Context: an optimization exercise on an open-source flow, tuned for small area, a short achievable clock period and few clock cycles per item. The choices shown serve that exercise and are no tape-out recipe. The RTL was checked by simulation tests, not by an equivalence proof against the original design. No activity file was given, so power comes from the tool's default toggle rates.

## run.sh

```bash
#!/bin/bash
# synth_recipe.tcl (not shown) runs the flow's synth.tcl, then flattens the netlist and writes it again
# the make line also repeats each setting of config.mk as NAME=value (left out here)
make -C /OpenROAD-flow-scripts/flow DESIGN_CONFIG=/design/flow/config.mk WORK_HOME=/design/flow/orfs CLKGATE_MAP_FILE= SYNTH_SCRIPT=/design/flow/synth_recipe.tcl finish
```

## config.mk

```make
export PLATFORM = sky130hd
export DESIGN_NAME = scalar_kalman_filter_unit
export DESIGN_NICKNAME = scalar_kalman_filter_unit
export VERILOG_FILES = /design/flow/design.v
export SDC_FILE = /design/flow/constraint.sdc
export NUM_CORES = 4
export LEC_CHECK = 0
export CAP_MARGIN = 20
export CORE_MARGIN = 2
export CORE_UTILIZATION = 40
export SETUP_SLACK_MARGIN = 3
export SLEW_MARGIN = 20
```

## constraint.sdc

```tcl
create_clock -name core_clock -period 8.0 [get_ports {clk}]
set_input_delay 1.6000 -clock core_clock [delete_from_list [all_inputs] [get_ports {clk}]]
set_output_delay 1.6000 -clock core_clock [all_outputs]
set_load 0.01 [all_outputs]
```

## design.v

```verilog
package skf_pkg;
  localparam int VAL_W     = 32;    
  localparam int GAIN_W    = 17;    
  localparam int FRAC_BITS = 16;
  localparam logic [VAL_W-1:0] Q_RESET = 32'd1310720;
  localparam logic [VAL_W-1:0] R_RESET = 32'd13107200;
endpackage
module skf_add #(
  parameter int N = 32
) (
  input  logic [N-1:0] a,
  input  logic [N-1:0] b,
  input  logic         ci,
  output logic [N-1:0] s
);
  localparam int L = (N <= 2) ? 1 : (N <= 4) ? 2 : (N <= 8) ? 3 : (N <= 16) ? 4 :
                     (N <= 32) ? 5 : (N <= 64) ? 6 : 7;    
  logic [N-1:0] p0, g0;
  assign p0 = a ^ b;
  assign g0 = a & b;
  logic [N-1:0] g [0:2*L];
  logic [N-1:0] p [0:2*L];
  assign g[0] = {g0[N-1:1], g0[0] | (p0[0] & ci)};
  assign p[0] = p0;
  for (genvar l = 0; l < L; l++) begin : up
    for (genvar i = 0; i < N; i++) begin : bit_
      if (((i + 1) % (1 << (l + 1))) == 0 && i >= (1 << l)) begin : pcell
        assign g[l+1][i] = g[l][i] | (p[l][i] & g[l][i - (1 << l)]);
        assign p[l+1][i] = p[l][i] & p[l][i - (1 << l)];
      end else begin : pskip
        assign g[l+1][i] = g[l][i];
        assign p[l+1][i] = p[l][i];
      end
    end
  end
  for (genvar k = 0; k < L; k++) begin : dn
    localparam int LV = L - 1 - k;
    for (genvar i = 0; i < N; i++) begin : bit_
      if (((i + 1) % (1 << (LV + 1))) == (1 << LV) && i >= (1 << LV)) begin : pcell
        assign g[L+k+1][i] = g[L+k][i] | (p[L+k][i] & g[L+k][i - (1 << LV)]);
        assign p[L+k+1][i] = p[L+k][i] & p[L+k][i - (1 << LV)];
      end else begin : pskip
        assign g[L+k+1][i] = g[L+k][i];
        assign p[L+k+1][i] = p[L+k][i];
      end
    end
  end
  assign s = p0 ^ {g[2*L][N-2:0], ci};
endmodule
import skf_pkg::*;
module scalar_kalman_filter_unit #(
  parameter int SAMPLE_BITS = 16
) (
  input  logic                   clk,
  input  logic                   rst_n,
  input  logic                   in_valid,
  output logic                   in_stall,
  input  logic [SAMPLE_BITS-1:0] in_sample,
  output logic                   out_valid,
  input  logic                   out_stall,
  output logic [VAL_W-1:0]       out_estimate,
  output logic [GAIN_W-1:0]      out_gain,
  input  logic                   cfg_we,
  input  logic [0:0]             cfg_index,
  input  logic [VAL_W-1:0]       cfg_wdata
);
  logic        st_idle_r, st_d1_r, st_dm_r, st_e_r, st_acc_r;
  logic [2:0]  cnt_r;
  logic        out_valid_r;
  logic [31:0] q_r, r_r;
  logic [16:0] quo_r;
  logic [1:0]  dig_r;    
  logic        q16_r;
  logic [48:0] v_r;      
  logic [48:0] t_r;
  logic [32:0] rem_r;
  logic [32:0] den_r;
  logic [32:0] i_r;
  logic        step, rz;
  logic [31:0] ppred;
  assign rz       = (r_r == '0);
  assign in_stall = !st_idle_r;
  assign step     = st_dm_r || (st_d1_r && !(out_valid_r && out_stall));
  assign ppred    = v_r[48] ? 32'hFFFF_FFFF : v_r[47:16];
  logic [35:0] r4, s1, s2, s3;
  logic [35:0] d1n, d2n, c3s, c3c;
  logic [1:0]  dig;
  logic [32:0] rem_n;
  assign r4  = {1'b0, rem_r, 2'b00};
  assign d1n = ~{3'b000, den_r};
  assign d2n = ~{2'b00, den_r, 1'b0};
  assign c3s = r4 ^ d1n ^ d2n;
  assign c3c = (r4 & d1n) | (r4 & d2n) | (d1n & d2n);
  skf_add #(.N(36)) u_s1 (.a(r4), .b(d1n), .ci(1'b1), .s(s1));
  skf_add #(.N(36)) u_s2 (.a(r4), .b(d2n), .ci(1'b1), .s(s2));
  skf_add #(.N(36)) u_s3 (.a(c3s), .b({c3c[34:0], 1'b1}), .ci(1'b1), .s(s3));
  always_comb begin
    if (rz)            dig = 2'd0;    
    else if (!s3[35])  dig = 2'd3;
    else if (!s2[35])  dig = 2'd2;
    else if (!s1[35])  dig = 2'd1;
    else               dig = 2'd0;
    unique case (dig)
      2'd3:    rem_n = s3[32:0];
      2'd2:    rem_n = s2[32:0];
      2'd1:    rem_n = s1[32:0];
      default: rem_n = r4[32:0];
    endcase
  end
  logic        ineg;
  logic [48:0] isx, ta, tb, tc, ts, tcy, t_n;
  assign ineg = i_r[32];
  assign isx  = {{16{i_r[32]}}, i_r};
  assign ta   = ({49{st_idle_r}} & {16'd0, ~t_r[48:16]})
              | ({49{st_d1_r}}   & {{16{t_r[48]}}, t_r[48:16]})
              | ({49{st_acc_r}}  & {t_r[46:0], ineg, ineg});
  assign tb   = (dig_r[1] ? {isx[47:0], 1'b0} : '0)
              | (st_idle_r ? {16'd0, in_sample[15], in_sample, 16'd0} : '0);
  assign tc   = (dig_r[0] || (st_d1_r && q16_r)) ? isx : '0;
  assign ts   = ta ^ tb ^ tc;
  assign tcy  = (ta & tb) | (ta & tc) | (tb & tc);
  skf_add #(.N(49)) u_t (.a(ts), .b({tcy[47:0], st_idle_r}), .ci(1'b0), .s(t_n));
  logic [48:0] wa, wb, wc, wd, w1s, w1c, w2s, w2c, w_n;
  assign wa = ({49{st_idle_r}} & {17'd0, r_r})
            | ({49{st_acc_r}}  & {v_r[46:0], 2'b00});
  assign wd = ({49{st_e_r}}    & {16'd0, rem_r})
            | ({49{st_idle_r}} & {17'd0, ppred});
  assign wb  = dig_r[1] ? {16'd0, r_r, 1'b0} : '0;
  assign wc  = dig_r[0] ? {17'd0, r_r} : '0;
  assign w1s = wa ^ wb ^ wc;
  assign w1c = {((wa & wb) | (wa & wc) | (wb & wc)), 1'b0};
  assign w2s = w1s ^ w1c ^ wd;
  assign w2c = (w1s & w1c) | (w1s & wd) | (w1c & wd);
  skf_add #(.N(49)) u_w (.a(w2s), .b({w2c[47:0], 1'b0}), .ci(1'b0), .s(w_n));
  always_ff @(posedge clk) begin
    if (!rst_n) begin
      st_idle_r   <= 1'b1;
      st_d1_r     <= 1'b0;
      st_dm_r     <= 1'b0;
      st_e_r      <= 1'b0;
      st_acc_r    <= 1'b0;
      cnt_r       <= '0;
      out_valid_r <= 1'b0;
      q_r         <= Q_RESET;
      r_r         <= R_RESET;
      t_r         <= '0;
      v_r         <= {1'b0, Q_RESET, 16'd0};
      dig_r       <= '0;
    end else begin
      dig_r <= step ? dig : 2'd0;
      if (out_valid_r && !out_stall) out_valid_r <= 1'b0;
      if (st_idle_r && in_valid) begin
        st_idle_r <= 1'b0;
        st_d1_r   <= 1'b1;
      end
      if (st_d1_r && step) begin
        st_d1_r  <= 1'b0;
        st_dm_r  <= 1'b1;
        st_acc_r <= 1'b1;
        cnt_r    <= '0;
      end
      if (st_dm_r) begin
        cnt_r <= cnt_r + 3'd1;
        if (cnt_r == 3'd6) begin
          st_dm_r <= 1'b0;
          st_e_r  <= 1'b1;
        end
      end
      if (st_e_r) begin
        st_e_r      <= 1'b0;
        st_acc_r    <= 1'b0;
        st_idle_r   <= 1'b1;
        out_valid_r <= 1'b1;
      end
      if (st_d1_r && step) begin
        t_r <= t_n;
        v_r <= {17'd0, q_r};
      end else if (st_acc_r) begin
        t_r <= t_n;
        v_r <= w_n;
      end
      if (cfg_we) begin
        if (cfg_index == 1'b0) begin
          q_r <= cfg_wdata;
          v_r <= {1'b0, cfg_wdata, 16'd0};
        end else begin
          r_r <= cfg_wdata;
          v_r <= {1'b0, q_r, 16'd0};
        end
        t_r <= '0;
      end
    end
  end
  always_ff @(posedge clk) begin
    if (st_idle_r) begin
      den_r <= w_n[32:0];
      rem_r <= rz ? '0 : {1'b0, ppred};
      q16_r <= rz && (ppred != '0);
      i_r   <= t_n[32:0];
    end else if (step) begin
      rem_r <= rem_n;
    end
    if (step) begin
      quo_r[15:0] <= {quo_r[13:0], dig};
      if (st_d1_r) quo_r[16] <= q16_r;
    end
  end
  assign out_valid    = out_valid_r;
  assign out_estimate = t_r[47:16];
  assign out_gain     = quo_r;
endmodule
```

==> run summary, run 1 <==
| Item | Reported | Unit |
|---|---|---|
| Run status | finished clean | - |
| Die boundary width | 258 | um |
| Post-placement cell count | 3661 | - |
| Power density cells | 361 | nW/um2 |
| Antenna violations before repair | 1 | - |
| Number of vias after detailed routing | 21300 | - |
| Clk Latency, worst-skew pair | 0.56 | ns |
| Final routed wire length divided by cell count | 21.2 | um |
| Main flop type after synthesis | sky130_fd_sc_hd__dfxtp_1 | - |
| Overall routed net length | 79700 | um |
| Required time of the critical path | 8.39 | ns |
| Total GRT Usage | 0.234 | - |
| Cell area after synthesis | 25700 | um2 |
| Power Internal | 5.68 | mW |
| Max H-tree Level | 2 | - |
| Height of the die | 258 | um |
| Largest net degree at the start of global routing | 77 | - |
| Remaining global-route overflow | 0 | - |
| Total CTS buffers | 36 | - |
| Non-filler cells, final | 3763 | - |
| Setup repair after global routing missed its margin | yes | - |
| Clock Skew | 0.0313 | ns |
| Gpl congestion | 0.886 | - |
| Crit path kind | in2reg | - |
| Antenna viol nets, final | 0 | - |
| Final-layout setup total negative slack | 0 | ns |
| Number of fill cells | 6102 | - |
| Ys Warns | 7 | - |
| Number of placement rows | 92 | - |
| Slowest CP cell | sky130_fd_sc_hd__fa_1 | - |
| Number of distinct library cells after synthesis | 73 | - |
| Cell type with the highest aggregate area in the netlist | sky130_fd_sc_hd__fa_1 | - |
| FFs w/ async S/R, synth | 0 | - |
| Reg-to-Reg Start | st_idle_r | - |
| Buffers from clock root to sink, at most | 3 | - |
| Max-cap check violation count | 0 | - |
| Endpoint with the worst hold slack | quo_r[8] | - |
| Crit path largest cell delay | 0.51 | ns |
| Final hold vios | 0 | - |
| Average footprint of a synthesized cell | 9.01 | um2 |
| Endpoint of the worst register-to-register path | v_r[30] | - |
| Fraction of power consumed by the clock network | 0.152 | - |
| Fin crit period | 5.01 | ns |
| Net total in the final layout | 3362 | - |
| Post-DR vias/cell | 5.66 | - |
| Worst hold stages | 0 | - |
| Top Ports | 105 | - |
| Slew HR | 0.330 | - |
| Peak VDD IR | 210 | uV |
| Crit start category | input pin | - |
| Detailed-route DRC error count | 0 | - |
| Half-perimeter wire length after placement | 58500 | um |
| Switching power share of the total | 0.465 | - |
| Startpoint of the tightest hold check path | quo_r[6] | - |
| Crit path max fanout | 4 | - |
| Number of sinks handled by clock tree synthesis | 290 | - |
| CP cell instances | clkdlybuf4s50_1 > a22o_1 > fa_1 > ha_4 > nand3_1 > or3_4 > nor4_2 > o2bb2ai_4 > nor2_2 > o21ai_2 > nand2_1 > o21ai_2 > a31o_2 > fa_1 > nand2_1 > a21oi_1 | - |
| Path class of the lowest-slack min-delay path | reg2reg | - |
| Max Transition Viols Final | 0 | - |
| Synth top area cells | sky130_fd_sc_hd__fa_1, sky130_fd_sc_hd__edfxtp_1, sky130_fd_sc_hd__dfxtp_1 | - |
| Portion of the post-synthesis area used by sequential elements | 0.271 | - |
| CTS tree | built | - |
| Port Buf Inserts | 104 | - |
| Top achievable clock speed | 200 | MHz |
| Count of flip-flops with a built-in enable after synthesis | 117 | - |
| Via count of the first global-routing pass | 20900 | - |
| LEAKAGE | 12.5 | nW |
| Top-area cell type share of the netlist area | 0.176 | - |
| Seq cells post-synth | 290 | - |
| Global-route wire length before repair | 122000 | um |
| Cell count after synthesis | 2857 | - |
| Post-Syn Nets | 3330 | - |
| Cell with the most instances after synthesis | sky130_fd_sc_hd__nand2_1 | - |
| Number of endpoints failing setup at the final stage | 0 | - |
| Switching power | 4.92 | mW |
| Utilization after layout | 0.464 | - |
| Flop pwr share | 0.223 | - |
| Clock slew seen by the registers of the worst setup and hold paths | 0.06 | ns |
| Slew @ Worst Pin | 1.00 | ns |
| Worst setup path startpoint | in_sample[15] | - |
| Full die area | 66400 | um2 |
| Critical path arrival | 5.40 | ns |
| Worst reg-to-reg path cell count | 21 | - |
| Post-cts hold buffer count | 0 | - |
| Diodes inserted | 0 | - |
| Comb pwr share | 0.625 | - |
| Effective utilization at floorplan | 0.407 | - |
| Clock root buffer | sky130_fd_sc_hd__clkbuf_16 | - |
| Most common library cells after synthesis | sky130_fd_sc_hd__nand2_1, sky130_fd_sc_hd__inv_1, sky130_fd_sc_hd__a21oi_1, sky130_fd_sc_hd__fa_1, sky130_fd_sc_hd__ha_1 | - |
| Std-Cell Core Area | 63300 | um2 |
| Final Cycle Share | 0.626 | - |
| Synthesis-to-finish area growth | 14.1 | % |
| Category of the worst setup path capture point | flip-flop | - |
| Layout cells sized above 1 | 0.0799 | - |
| First DRT Iteration DRCs | 1846 | - |
| Pre-antenna DRT Iters | 6 | - |
| Internal reg-to-reg setup slack | 3.04 | ns |
[metrics by stage]
| step | instance area, um2 | hold slack, ns | total power, mW | setup slack [ns] |
|---|---|---|---|---|
| final | 29400 | 0.444 | 10.6 | 2.99 |
| after detailed placement | 27400 | 0.434 | 8.68 | 1.99 |
| after global placement | 27300 | 0.428 | 8.49 | 2.12 |
| after CTS | 28700 | 0.445 | 10.4 | 2.86 |
| after global routing | 29400 | 0.462 | 11.4 | 2.84 |
| after floorplan | 25900 | 0.427 | 6.80 | 3.00 |
[placed cells by master, fill, tap and decap left out, types with 10 or more instances in the layout]
cell type	instances
sky130_fd_sc_hd__nand2b_1	18
sky130_fd_sc_hd__a22o_1	33
sky130_fd_sc_hd__fa_1	223
sky130_fd_sc_hd__and3_1	12
sky130_fd_sc_hd__a211oi_1	71
sky130_fd_sc_hd__inv_1	298
sky130_fd_sc_hd__nor2b_1	13
sky130_fd_sc_hd__xnor2_1	63
sky130_fd_sc_hd__nor4_1	17
sky130_fd_sc_hd__ha_1	181
sky130_fd_sc_hd__o21ai_0	86
sky130_fd_sc_hd__nand2_1	356
sky130_fd_sc_hd__mux2_2	10
sky130_fd_sc_hd__buf_4	46
sky130_fd_sc_hd__nand3_1	15
sky130_fd_sc_hd__and2_1	92
sky130_fd_sc_hd__ha_4	10
sky130_fd_sc_hd__nand4_1	19
sky130_fd_sc_hd__mux2i_1	62
sky130_fd_sc_hd__a21oi_1	238
sky130_fd_sc_hd__a21o_1	65
sky130_fd_sc_hd__nor3_1	13
sky130_fd_sc_hd__o21bai_1	12
sky130_fd_sc_hd__dfxtp_1	167
sky130_fd_sc_hd__a221oi_1	11
sky130_fd_sc_hd__xor2_1	33
sky130_fd_sc_hd__a22oi_1	27
sky130_fd_sc_hd__a2bb2oi_1	14
sky130_fd_sc_hd__clkdlybuf4s50_1	102
sky130_fd_sc_hd__edfxtp_1	117
sky130_fd_sc_hd__clkbuf_16	41
sky130_fd_sc_hd__nor2_1	180
sky130_fd_sc_hd__clkinv_2	10
sky130_fd_sc_hd__o21a_1	14
sky130_fd_sc_hd__o221ai_1	20
sky130_fd_sc_hd__o211ai_1	37
[critical path: cells and delay by family]
kind / cells / cell delay (ns)
AND/OR/NAND/NOR: 6 / 1.07
AO/OA/AOI/OAI: 6 / 1.02
adder cells (fa/ha/maj): 3 / 1.22
buffers and inverters: 1 / 0.47
[registers in the layout, indices dropped and copies added, names as in the netlist]
register,cells
cnt_r,3
i_r,33
den_r,33
q_r,32
rem_r,33
st_acc_r,1
st_d1_r,1
t_r,49
out_valid_r,1
quo_r,17
q16_r,1
dig_r,2
v_r,49
st_idle_r,1
r_r,32
st_e_r,1
st_dm_r,1
[cell families after synthesis]
| family | share of synthesized area |
|---|---|
| AND/OR/NAND/NOR | 0.134 |
| buffers and inverters | 0.0755 |
| XOR/XNOR | 0.0337 |
| flip-flops | 0.271 |
| AO/OA/AOI/OAI | 0.188 |
| adder cells (fa/ha/maj) | 0.270 |
| multiplexers | 0.0285 |
[power groups by stage]
stage / Sequential [mW] / Combinational, mW / Clock, mW
3_3_place_gp: 2.38 / 6.10 / 0
4_1_cts: 2.35 / 6.38 / 1.64
3_5_place_dp: 2.38 / 6.29 / 0
6_report: 2.37 / 6.62 / 1.61
2_1_floorplan: 2.21 / 4.60 / 0
5_1_grt: 2.40 / 7.35 / 1.70
[worst max-delay path by stage]
stage	slack, ns	cells past startpoint	endpoint
3_5_place_dp	1.99	18	t_r[42]
6_report	2.99	16	t_r[42]
4_1_cts	2.86	16	t_r[42]
2_1_floorplan	3.00	26	v_r[31]
3_3_place_gp	2.12	18	t_r[42]
5_1_grt	2.84	22	v_r[46]
[layer usage]
metal	up-vias	routed length, um	track usage
met1	10500	36700	0.343
met5	-	0	0
met4	0	2190	0.0682
met3	121	6000	0.0412
met2	806	34800	0.350
li1	9882	-	-
[final cells by class]
cell class	count	area [um2]	area share
clock buffers	50	1010	0.0345
flip-flops and latches	290	7000	0.238
clock inverters	16	139	0.00473
well taps	846	1060	0.0360
multi-input cells	2088	17300	0.587
inverters	303	1140	0.0390
repair buffers	170	1760	0.0601
[repair_timing]
item                       in CTS  in global routing
cloned                          0                  4
resized for setup              24                 73
buffers inserted                9                 23
pin swaps                       5                 50
setup endpoints to repair     101                 72
Testbench counts, summed over its fixed seeds: cycles 20,488, items 2,048.
==> run 2, diff against run 1 <==
--- a/config.mk
+++ b/config.mk
@@ -8,5 +8,5 @@
 export CAP_MARGIN = 20
 export CORE_MARGIN = 2
 export CORE_UTILIZATION = 40
-export SETUP_SLACK_MARGIN = 3
+export SETUP_SLACK_MARGIN = 3.5
 export SLEW_MARGIN = 20
==> run 2 against run 1 <==
Global-route usage up 0.88 points; via count up 2.9%; final cell count up 2.0%; die area unchanged; core utilization up 2.6 points; first-iteration DRC count up 3.1%; largest cell class unchanged; flip-flop and latch count unchanged; sequential power about the same.
==> run summary, run 2 <==
| Item | Reported | Unit | Delta |
|---|---|---|---|
| Worst reg-to-reg path cell count | 23 | - | +9.5% |
| Fin crit period | 4.91 | ns | -0.0999 ns |
| Slew @ Worst Pin | 0.974 | ns | -0.0289 ns |
| Height of the die | 258 | um | unchanged |
| Max Transition Viols Final | 0 | - | unchanged |
| Fraction of power consumed by the clock network | 0.151 | - | about the same |
| Cell with the most instances after synthesis | sky130_fd_sc_hd__nand2_1 | - |  |
| Flop pwr share | 0.210 | - | -0.013 |
| Post-DR vias/cell | 5.72 | - | +0.94% |
| Antenna violations before repair | 0 | - | -1 |
| Registers with the highest flip-flop counts | t_r (49), v_r (49) | - |  |
| Main flop type after synthesis | sky130_fd_sc_hd__dfxtp_1 | - |  |
| Net total in the final layout | 3437 | - | +2.2% |
| Post-Syn Nets | 3330 | - | unchanged |
| Power density cells | 362 | nW/um2 | +0.29% |
| Buffers from clock root to sink, at most | 3 | - | unchanged |
| Number of distinct library cells after synthesis | 73 | - | unchanged |
| Clock Skew | 0.0353 | ns | +0.00399 ns |
| Cell type with the highest aggregate area in the netlist | sky130_fd_sc_hd__fa_1 | - |  |
| Synth top area cells | sky130_fd_sc_hd__fa_1, sky130_fd_sc_hd__edfxtp_1, sky130_fd_sc_hd__dfxtp_1 | - |  |
| Layout cells sized above 1 | 0.153 | - | +0.0729 |
| Category of the worst setup path capture point | flip-flop | - |  |
| Endpoint with the worst hold slack | quo_r[15] | - |  |
| Critical path arrival | 5.33 | ns | -0.07 ns |
| Synthesis-to-finish area growth | 20.6 | % |  |
| Final Cycle Share | 0.614 | - | -0.0125 |
| Switching power share of the total | 0.456 | - | -0.00821 |
| Max H-tree Level | 2 | - | unchanged |
| Crit path max fanout | 8 | - | +4 |
| Most common library cells after synthesis | sky130_fd_sc_hd__nand2_1, sky130_fd_sc_hd__inv_1, sky130_fd_sc_hd__a21oi_1, sky130_fd_sc_hd__fa_1, sky130_fd_sc_hd__ha_1 | - |  |
| Overall routed net length | 82200 | um | +3.1% |
| Count of flip-flops with a built-in enable after synthesis | 117 | - | unchanged |
| Run status | finished clean | - |  |
| Port Buf Inserts | 104 | - | unchanged |
| Seq cells post-synth | 290 | - | unchanged |
| Number of endpoints failing setup at the final stage | 0 | - | unchanged |
| Global-route wire length before repair | 127000 | um | +4.0% |
| Total power | 11.2 | mW | +6.0% |
| Std-Cell Core Area | 63300 | um2 | unchanged |
| Worst hold stages | 0 | - | unchanged |
| Die boundary width | 258 | um | unchanged |
| Effective utilization at floorplan | 0.407 | - | unchanged |
| Pre-antenna DRT Iters | 5 | - | -1 |
| Top-area cell type share of the netlist area | 0.176 | - | unchanged |
| Gpl congestion | 0.885 | - | -0.20% |
| Full die area | 66400 | um2 | unchanged |
| Remaining global-route overflow | 0 | - | unchanged |
| First DRT Iteration DRCs | 1904 | - | +3.1% |
| Global routing's busiest layer | met2 | - |  |
| Crit path kind | reg2reg | - |  |
| Slew HR | 0.348 | - | +0.0176 |
| Switching power | 5.13 | mW | +4.1% |
| Most frequent cells in the layout | sky130_fd_sc_hd__nand2_1, sky130_fd_sc_hd__inv_1, sky130_fd_sc_hd__a21oi_1 | - |  |
| Final hold vios | 0 | - | unchanged |
| Clock root buffer | sky130_fd_sc_hd__clkbuf_16 | - |  |
| CTS tree | built | - |  |
| Final-layout setup total negative slack | 0 | ns | unchanged |
| Largest net degree at the start of global routing | 68 | - | -12% |
| M2 GR Usage | 0.369 | - | +0.0187 |
| Path class of the lowest-slack min-delay path | reg2reg | - |  |
| Average footprint of a synthesized cell | 9.01 | um2 | unchanged |
| Peak VDD IR | 174 | uV | -17% |
| Detailed-route DRC error count | 0 | - | unchanged |
| Ys Warns | 7 | - | unchanged |
| Required time of the critical path | 8.42 | ns | +0.03 ns |
| Antenna viol nets, final | 0 | - | unchanged |
| Number of placement rows | 92 | - | unchanged |
| Number of sinks handled by clock tree synthesis | 290 | - | unchanged |
| Most frequent standard cell in the layout excluding fill and tap cells | sky130_fd_sc_hd__nand2_1 | - |  |
| Via count of the first global-routing pass | 21800 | - | +4.3% |
| Cell count after synthesis | 2857 | - | unchanged |
| Number of vias after detailed routing | 21900 | - | +2.9% |
| Endpoint of the worst register-to-register path | v_r[35] | - |  |
| Total GRT Usage | 0.242 | - | +0.00880 |
| Top Ports | 105 | - | unchanged |
| Startpoint of the tightest hold check path | quo_r[13] | - |  |
| Crit start category | flip-flop | - |  |
| Clock slew seen by the registers of the worst setup and hold paths | 0.06 | ns | about the same |
| Portion of the post-synthesis area used by sequential elements | 0.271 | - | unchanged |
| Power Internal | 6.11 | mW | +7.6% |
| Reg-to-Reg Start | st_acc_r | - |  |
| Met1 demand-to-capacity share in global routing | 0.364 | - | +0.0203 |
| Max-cap check violation count | 0 | - | unchanged |
| Internal reg-to-reg setup slack | 3.09 | ns | +0.05 ns |
| Met3 Track Usage GR | 0.0298 | - | -0.0114 |
| FFs w/ async S/R, synth | 0 | - | unchanged |
| Setup repair after global routing missed its margin | yes | - |  |
| Diodes inserted | 0 | - | unchanged |
| Final routed wire length divided by cell count | 21.4 | um | +1.1% |
| LEAKAGE | 13.0 | nW | +4.7% |
| Top achievable clock speed | 204 | MHz | +2.0% |
| Clk Latency, worst-skew pair | 0.55 | ns | about the same |
| Total CTS buffers | 37 | - | +2.8% |
| Cell area after synthesis | 25700 | um2 | unchanged |
| Comb pwr share | 0.639 | - | +0.014 |
| Half-perimeter wire length after placement | 58800 | um | +0.55% |
## run 2: changes by cell type in the layout (fill, tap and decap cells not counted), moves of 13 or more
cell,change
sky130_fd_sc_hd__buf_4,+49
sky130_fd_sc_hd__fa_1,-24
sky130_fd_sc_hd__fa_2,+24
sky130_fd_sc_hd__inv_1,-21
sky130_fd_sc_hd__inv_2,+20
sky130_fd_sc_hd__buf_6,+18
sky130_fd_sc_hd__ha_1,-18
sky130_fd_sc_hd__ha_4,+17
sky130_fd_sc_hd__a211oi_1,-14
sky130_fd_sc_hd__a211oi_2,+14
sky130_fd_sc_hd__o21ai_0,-14
sky130_fd_sc_hd__a21oi_1,-13
## run 2: worst max-delay path by stage
stage,from,end,slack (ns),cells past startpoint
floorplan,st_idle_r,v_r[30],3.01,21
global placement,dig_r[0],t_r[42],2.41,18
detailed placement,st_idle_r,v_r[47],2.34,21
CTS,st_idle_r,v_r[46],3.15,23
global route,st_idle_r,v_r[35],2.86,24
finish,st_acc_r,v_r[35],3.09,23
## run 2: timing repair
| item | in CTS | in global routing |
|---|---|---|
| hold endpoints to repair | 0 | 0 |
| pin swaps | 131 | 107 |
| gates cloned | 8 | 0 |
| setup endpoints to repair | 152 | 123 |
| hold buffers | 0 | 0 |
| resized for setup | 173 | 110 |
| buffers inserted | 67 | 32 |
## run 2: final cells by class
type | count | area (um2)
fill | 5949 | 32300
timing repair inverter | 2 | 17.5
sequential | 290 | 7000
tap | 846 | 1060
timing repair buffer | 242 | 2480
inverter | 303 | 1160
multi-input combinational | 2088 | 18100
clock buffer | 55 | 1100
clock inverter | 11 | 125
## run 2: metal layers
| metal | up-vias | share of wire |
|---|---|---|
| met2 | 874 | 0.44 |
| met1 | 10900 | 0.46 |
| met4 | 0 | 0.023 |
| met5 | - | 0 |
| met3 | 112 | 0.078 |
| li1 | 10000 | - |
## run 2: cells by family (layout without fill, tap and decap cells)
kind of cell               count (synthesis)  after routing  synth area share
and+or+nand+nor                          770            770             0.134
AOI/OAI and AO/OA                        728            728             0.188
buffers and inverters                    479            613            0.0755
adders and majority gates                419            419             0.270
DFF                                      290            290             0.271
xor gates and xnor gates                  99             99            0.0337
muxes                                     72             72            0.0285
## run 2: critical path, cell delays in order, from the launching register on
cell	delay, ns
sky130_fd_sc_hd__dfxtp_4	0.39
sky130_fd_sc_hd__a22o_1	0.28
sky130_fd_sc_hd__fa_1	0.50
sky130_fd_sc_hd__inv_1	0.06
sky130_fd_sc_hd__fa_1	0.60
sky130_fd_sc_hd__inv_2	0.06
sky130_fd_sc_hd__ha_4	0.26
sky130_fd_sc_hd__o211ai_1	0.10
sky130_fd_sc_hd__o21ai_2	0.20
sky130_fd_sc_hd__o2111a_2	0.26
sky130_fd_sc_hd__o2111a_2	0.25
sky130_fd_sc_hd__o21ai_4	0.10
sky130_fd_sc_hd__buf_12	0.13
sky130_fd_sc_hd__a211oi_4	0.31
sky130_fd_sc_hd__buf_6	0.16
sky130_fd_sc_hd__o21ai_2	0.06
sky130_fd_sc_hd__nand2b_1	0.11
sky130_fd_sc_hd__a21oi_2	0.07
sky130_fd_sc_hd__fa_2	0.34
sky130_fd_sc_hd__xnor2_1	0.13
sky130_fd_sc_hd__mux2i_1	0.18
sky130_fd_sc_hd__nor3_2	0.06
sky130_fd_sc_hd__a21oi_1	0.14
sky130_fd_sc_hd__nor2_1	0.05
## run 2: stage by stage
step / instances / cell area, um2 / utilization / hold WS, ns / setup slack, ns
5_1_grt: 3837 / 31000 / 0.490 / 0.461 / 2.86
2_1_floorplan: 2857 / 26100 / - / 0.427 / 3.01
3_5_place_dp: 3664 / 27600 / 0.436 / 0.443 / 2.34
6_report: 3837 / 31000 / 0.490 / 0.447 / 3.09
3_3_place_gp: 3664 / 27600 / 0.436 / 0.430 / 2.41
4_1_cts: 3805 / 30300 / 0.479 / 0.454 / 3.15
## run 2: power groups by stage
stage | combinational [mW] | clock (mW) | sequential, mW
3_3_place_gp | 6.19 | 0 | 2.38
6_report | 7.18 | 1.69 | 2.36
3_5_place_dp | 6.35 | 0 | 2.38
2_1_floorplan | 4.67 | 0 | 2.21
5_1_grt | 7.91 | 1.77 | 2.39
4_1_cts | 6.79 | 1.72 | 2.35

==> re-timing with driven ports <==
In the flow no input, the clock included, has a driving cell. The finished layouts below were timed again as built, in two steps. Step 1 (the two cells are an assumption about what drives the block):
set clk [get_ports {clk}]
set_driving_cell -lib_cell sky130_fd_sc_hd__clkbuf_16 $clk
set_driving_cell -lib_cell sky130_fd_sc_hd__buf_2 [delete_from_list [all_inputs] $clk]
Step 2 also shifts input and output timing later by t, the mid clock arrival at the registers, as if the neighbouring blocks saw the same clock. Slacks: no drivers / after step 1 / after step 2; pairs: no drivers / after step 1.
| run | t, ns | setup slack, ns | slew at the worst register clock pin (ns) | worst data-port slew with drivers (ns) | cell pins on the clock port's net |
|---|---|---|---|---|---|
| run 1 | 0.601 | 2.989 / 3.024 / 2.422 | 0.06 / 0.06 | 0.05 | 1 |
| run 2 | 0.593 | 3.089 / 3.089 / 2.724 | 0.06 / 0.06 | 0.05 | 1 |
After both steps setup and hold are still met in every run listed. The setup slack of run 1, which loses most, moves by +0.035 ns with the drivers and by -0.567 ns with both steps.
